What follows belongs to an exercise in optimizing a design on an open flow for small area and a short achievable clock period; a production flow would make more cautious choices. Only simulation tests tie the RTL to the original design; equivalence was not proved.

==> flow/design.v <==
package alu_pkg;
  localparam int unsigned DATA_W  = 32;
  localparam int unsigned CTRL_W  = 4;
  localparam int unsigned SHAMT_W = 5;
  localparam logic [CTRL_W-1:0] ALU_ADDU = 4'b0000;
  localparam logic [CTRL_W-1:0] ALU_ADD  = 4'b0001;
  localparam logic [CTRL_W-1:0] ALU_AND  = 4'b0010;
  localparam logic [CTRL_W-1:0] ALU_OR   = 4'b0011;
  localparam logic [CTRL_W-1:0] ALU_NOR  = 4'b0101;
  localparam logic [CTRL_W-1:0] ALU_XOR  = 4'b0110;
  localparam logic [CTRL_W-1:0] ALU_SUBU = 4'b1000;
  localparam logic [CTRL_W-1:0] ALU_SUB  = 4'b1001;
  localparam logic [CTRL_W-1:0] ALU_SLTU = 4'b1010;
  localparam logic [CTRL_W-1:0] ALU_SLT  = 4'b1011;
  localparam logic [CTRL_W-1:0] ALU_SLL  = 4'b1100;
  localparam logic [CTRL_W-1:0] ALU_SRL  = 4'b1101;
  localparam logic [CTRL_W-1:0] ALU_SRA  = 4'b1110;
endpackage
module alu_div_row #(
  parameter int W = 1
) (
  input  logic [W-1:0]  p,
  input  logic [31:0]   b,
  output logic          q,
  output logic [W-1:0]  r
);
  logic [W:0] d;
  logic       hz;
  always_comb begin
    if (W < 32) hz = (b >> W) == 32'd0;
    else        hz = 1'b1;
    d = {1'b0, p} - {1'b0, b[W-1:0]};
    q = hz & ~d[W];
    r = q ? d[W-1:0] : p;
  end
endmodule
module alu_div32 #(
  parameter int HI = 31,
  parameter int LO = 0
) (
  input  logic [31:0]     rin,
  input  logic [31:0]     a,
  input  logic [31:0]     b,
  output logic [HI:LO]    q,
  output logic [31:0]     rout
);
  logic [31:0] rem [LO:HI+1];
  assign rem[HI+1] = rin;
  genvar j;
  generate
    for (j = HI; j >= LO; j--) begin : g_row
      localparam int W = 32 - j;
      logic [W-1:0] p, r;
      if (W == 1) begin : g_p1
        assign p = a[j];
      end else begin : g_pn
        assign p = {rem[j+1][W-2:0], a[j]};
      end
      alu_div_row #(.W(W)) u_row (.p(p), .b(b), .q(q[j]), .r(r));
      if (W == 32) begin : g_r32
        assign rem[j] = r;
      end else begin : g_rn
        assign rem[j] = {{(32-W){1'b0}}, r};
      end
    end
  endgenerate
  assign rout = rem[LO];
endmodule
module alu_unit
#(
  parameter int unsigned WIDTH = 32
) (
  input  logic               clk,
  input  logic               rst_n,
  input  logic               in_valid,
  input  logic [WIDTH-1:0]   rs,
  input  logic [WIDTH-1:0]   rt,
  input  logic [alu_pkg::CTRL_W-1:0]  ctrl,
  input  logic [alu_pkg::SHAMT_W-1:0] sa,
  input  logic               div_signed,
  output logic               out_valid,
  output logic [WIDTH-1:0]   rd,
  output logic               overflow,
  output logic [WIDTH-1:0]   quotient,
  output logic [WIDTH-1:0]   remainder
);
  localparam int SPLIT = 12;
  localparam int RW    = 32 - SPLIT;
  logic [WIDTH-1:0] sum_c;
  logic [WIDTH-1:0] diff_c;
  logic [WIDTH-1:0] alu_rd_c;
  logic             alu_ovf_c;
  always_comb begin
    sum_c     = rs + rt;
    diff_c    = rs - rt;
    alu_rd_c  = '0;
    alu_ovf_c = 1'b0;
    case (ctrl)
      alu_pkg::ALU_ADDU: alu_rd_c = sum_c;
      alu_pkg::ALU_ADD: begin
        alu_rd_c  = sum_c;
        alu_ovf_c = (rs[WIDTH-1] == rt[WIDTH-1]) && (sum_c[WIDTH-1] != rs[WIDTH-1]);
      end
      alu_pkg::ALU_AND:  alu_rd_c = rs & rt;
      alu_pkg::ALU_OR:   alu_rd_c = rs | rt;
      alu_pkg::ALU_NOR:  alu_rd_c = ~(rs | rt);
      alu_pkg::ALU_XOR:  alu_rd_c = rs ^ rt;
      alu_pkg::ALU_SUBU: alu_rd_c = diff_c;
      alu_pkg::ALU_SUB: begin
        alu_rd_c  = diff_c;
        alu_ovf_c = (rs[WIDTH-1] != rt[WIDTH-1]) && (diff_c[WIDTH-1] != rs[WIDTH-1]);
      end
      alu_pkg::ALU_SLTU: alu_rd_c = {{(WIDTH-1){1'b0}}, (rs < rt)};
      alu_pkg::ALU_SLT:  alu_rd_c = {{(WIDTH-1){1'b0}}, ($signed(rs) < $signed(rt))};
      alu_pkg::ALU_SLL:  alu_rd_c = rt << sa;
      alu_pkg::ALU_SRL:  alu_rd_c = rt >> sa;
      alu_pkg::ALU_SRA:  alu_rd_c = $unsigned($signed(rt) >>> sa);
      default: begin
        alu_rd_c  = '0;
        alu_ovf_c = 1'b0;
      end
    endcase
  end
  logic        neg_a, neg_b, b_zero;
  logic [31:0] mag_a, mag_b;
  logic [31:SPLIT] q_hi_c;
  logic [31:0] r_hi_c;
  always_comb begin
    neg_a  = div_signed & rs[31];
    neg_b  = div_signed & rt[31];
    mag_a  = neg_a ? (~rs + 32'd1) : rs;
    mag_b  = neg_b ? (~rt + 32'd1) : rt;
    b_zero = (rt == 32'd0);
  end
  alu_div32 #(.HI(31), .LO(SPLIT)) u_div_hi (
    .rin (32'd0), .a(mag_a), .b(mag_b), .q(q_hi_c), .rout(r_hi_c)
  );
  logic             out_valid_q;
  logic [WIDTH-1:0] rd_q;
  logic             overflow_q;
  logic [RW-1:0]    rem_q;
  logic [31:SPLIT]  qhi_q;
  logic [SPLIT-1:0] alo_q;
  logic [31:0]      b_q;
  logic             negq_q, negr_q;
  always_ff @(posedge clk) begin
    if (!rst_n) begin
      out_valid_q <= 1'b0;
      rd_q        <= '0;
      overflow_q  <= 1'b0;
      rem_q       <= '0;
      qhi_q       <= '0;
      alo_q       <= '0;
      b_q         <= 32'd1;
      negq_q      <= 1'b0;
      negr_q      <= 1'b0;
    end else begin
      out_valid_q <= in_valid;
      if (in_valid) begin
        rd_q        <= alu_rd_c;
        overflow_q  <= alu_ovf_c;
        rem_q       <= r_hi_c[RW-1:0];
        qhi_q       <= q_hi_c;
        alo_q       <= mag_a[SPLIT-1:0];
        b_q         <= mag_b;
        negq_q      <= (neg_a ^ neg_b) & ~b_zero;
        negr_q      <= neg_a;
      end
    end
  end
  logic [SPLIT-1:0] q_lo_c;
  logic [31:0]      r_c, q_c;
  alu_div32 #(.HI(SPLIT-1), .LO(0)) u_div_lo (
    .rin ({{SPLIT{1'b0}}, rem_q}), .a({qhi_q, alo_q}), .b(b_q), .q(q_lo_c), .rout(r_c)
  );
  assign q_c = {qhi_q, q_lo_c};
  assign out_valid = out_valid_q;
  assign rd        = rd_q;
  assign overflow  = overflow_q;
  assign quotient  = negq_q ? (~q_c + 32'd1) : q_c;
  assign remainder = negr_q ? (~r_c + 32'd1) : r_c;
endmodule
==> flow/run.sh <==
#!/bin/bash
# synth_recipe.tcl (not shown) runs the flow's synth.tcl, then flattens the netlist and writes it again
# the make line also repeats each setting of config.mk as NAME=value (left out here)
make -C /OpenROAD-flow-scripts/flow DESIGN_CONFIG=/design/flow/config.mk WORK_HOME=/design/flow/orfs CLKGATE_MAP_FILE= SYNTH_SCRIPT=/design/flow/synth_recipe.tcl finish
==> flow/config.mk <==
export PLATFORM = sky130hd
export DESIGN_NAME = alu_unit
export DESIGN_NICKNAME = alu_unit
export VERILOG_FILES = /design/flow/design.v
export SDC_FILE = /design/flow/constraint.sdc
export NUM_CORES = 4
export LEC_CHECK = 0
export CAP_MARGIN = 20
export CORE_MARGIN = 2
export CORE_UTILIZATION = 40
export SLEW_MARGIN = 20
==> flow/constraint.sdc <==
create_clock -name core_clock -period 100.0 [get_ports {clk}]
set_input_delay 20.0000 -clock core_clock [delete_from_list [all_inputs] [get_ports {clk}]]
set_output_delay 20.0000 -clock core_clock [all_outputs]
set_load 0.01 [all_outputs]
==> summary.txt <==
clk slew on worst S/H paths 0.07 ns; post-CTS setup buffers 0; Clock Latency Late Sink 0.48 ns; Mean Syn Cell Area 6.82 um2; largest net degree at the start of global routing 82; crit path DAT 71.09 ns; Initial Util 0.402; CP max stage delay 0.92 ns; root buffer cell clkbuf_16; Initial DRC Count 6262; FMAX 14.1 MHz; Final ANT Viol Nets 0; overall routing resource usage 0.334; RePlAce Congestion 1.04; post-layout min period 70.70 ns; Post-route DRC 0; relative slew slack 0.214; synth warn 37; area delta synth->final 8.77%; clock skew 0 ns; Hold Crit Depth 1; I/O pin total 175; CTS buffer count 17; Primary FF master, synth dfxtp_1; first-pass detailed-route iteration total 9; vias in the first global route 51.1k; global-route wire length before repair 318000 um; design area 52300 um2; final worst-path cycle share 0.707; Synth async-reset ratio 0; worst endpoint required time 100.39 ns; core box area 120000 um2; hold_ws 0.478 ns; row count 127; Slew @ Worst Pin 1.16 ns; critical-path maximum fanout 29; startpoint types primary input; DR vias/cell 6.41; CTS resizes 0; NumNets Final 7801; Mapped Area 48100 um2; Die Y 351 um; Worst path slowest cell o311ai_1; number of flops mapped to enable cells by yosys 0; final setup fails 0; RSZ-0062 raised after global routing false; syn nets 7790; CTS H-tree depth 4; Worst Setup End Kind flop; fin. max-slew vios 0; Post-Synthesis Cells 7053; Hold-fix buffers, CTS 0; DR vias 55.7k; Port Buffers 174; Cell Area, Placed 51700 um2; Unique masters post-synth 109; Die X 351 um; initial antenna violation count 7; max cap viols 0; Seq/Total Area, Yosys 0.0499; HPWL Detailed 168000 um; WL per Instance 24.6 um; Cells after DPL 8657; Hold WC Path Type reg2reg; clock sinks 120; GR Overflow Total 0; Seq cells post-synth 120; total die area 123000 um2; Longest Clk Path Bufs 2; Most Frequent Cell on Critical Path o21ai_0; Post-Layout Cell Count 8691; count of final hold-check violations 0; status finished clean; Worst R2R Path Depth 6; CTS tree built; share of cells above drive strength 1 0.0530; wirelength, routed 214000 um; TNS Setup 0 ns; Crit Path Class in2reg
per-layer routing:
layer | share of wire | GRT usage | vias up
met5 | 0.00031 | 0 | -
met4 | 0.061 | 0.179 | 10
met3 | 0.080 | 0.0491 | 566
met2 | 0.43 | 0.521 | 2589
met1 | 0.43 | 0.441 | 26300
li1 | - | - | 26200
worst max-delay path, delay by kind of cell:
family                   cells  cell delay [ns]
AO/OA/AOI/OAI               97            25.00
AND/OR/NAND/NOR             45            11.09
adder cells (fa/ha/maj)     20             6.89
multiplexers                14             5.54
buffers and inverters       14             2.44
kinds of logic after synthesis:
group	count (synthesis)	synth area share
AO/OA/AOI/OAI	2511	0.348
XOR/XNOR	476	0.0866
adder cells (fa/ha/maj)	660	0.177
buffers and inverters	661	0.0522
flip-flops	120	0.0499
multiplexers	206	0.0473
AND/OR/NAND/NOR	2419	0.239
layout make-up:
class | instances | area [um2]
clock buffers | 18 | 439
clock inverters | 14 | 163
multi-input cells | 6272 | 43400
repair buffers | 288 | 2560
flip-flops and latches | 120 | 2400
fillers | 12500 | 67300
well taps | 1612 | 2020
inverters | 365 | 1370
diodes | 2 | 5.00
synthesized netlist by cell type (51+ instances only):
cell | number | area [um2]
nand2_1 | 722 | 2710
nor2_1 | 702 | 2640
ha_1 | 627 | 7850
a21oi_1 | 595 | 2980
o21ai_0 | 553 | 2770
inv_1 | 359 | 1350
xnor2_1 | 310 | 2720
clkbuf_1 | 222 | 833
nor3_1 | 191 | 956
a21o_1 | 172 | 1290
xor2_1 | 166 | 1450
nand3_1 | 148 | 741
o21a_1 | 148 | 1110
nor2b_1 | 145 | 907
mux2i_1 | 135 | 1350
dfxtp_1 | 120 | 2400
a211oi_1 | 106 | 796
a31oi_1 | 93 | 582
nand2b_1 | 85 | 532
o31ai_1 | 84 | 631
o211ai_1 | 77 | 578
or3_1 | 74 | 463
o211a_1 | 63 | 631
mux2_2 | 60 | 676
and3_1 | 59 | 369
buf_1 | 58 | 218
a21boi_0 | 55 | 413
and2_1 | 51 | 319
through the flow:
stage          setup WS, ns   util
5_1_grt               24.74  0.437
4_1_cts               30.15  0.437
3_5_place_dp          29.86  0.432
3_3_place_gp          31.12  0.432
2_1_floorplan         37.30      -
6_report              29.30  0.437
registers in the layout, indices dropped and copies added (netlist names):
name	count
negq_q	1
alo_q	12
qhi_q	20
out_valid_q	1
b_q	32
rem_q	20
rd_q	32
negr_q	1
overflow_q	1
worst paths after layout:
check                 from         to  slack [ns]
setup / recovery     rt[1]  rem_q[12]       29.30
hold / removal      b_q[9]     b_q[9]        0.48
setup reg to reg  rd_q[30]   rd_q[30]       98.32
hold reg to reg     b_q[9]     b_q[9]        0.48
cell usage in the layout, fill, tap and decap left out, types with 148 or more instances in the layout:
| master | count |
|---|---|
| clkdlybuf4s50_1 | 165 |
| nand2_1 | 722 |
| xor2_1 | 166 |
| nor3_1 | 185 |
| xnor2_1 | 300 |
| inv_1 | 359 |
| a21o_1 | 172 |
| o21a_1 | 148 |
| o21ai_0 | 553 |
| nor2_1 | 699 |
| a21oi_1 | 594 |
| ha_1 | 627 |

## what the ideal ports hide
Ports are ideal in the flow. The routed layout listed here was re-timed in OpenROAD.
Step 1: set_driving_cell puts a clkbuf_16 on clk and a buf_2 on each other input, an assumption about the parent block.
Step 2 times the ports against the registers' clock, not the clock port: input delays grow and output delays shrink by t, the midpoint of the rising clock arrivals with the driver on.
a / b / c = ideal / step 1 / step 2; a / b = the first two.
t (ns): 0.550
setup slack, ns: 29.296 / 29.305 / 28.755
clock arrival spread, ns: 0.019 / 0.019
After both steps this run still meets setup and hold. For this run, drivers alone change the setup slack by +0.009 ns; drivers and shift together by -0.541 ns.
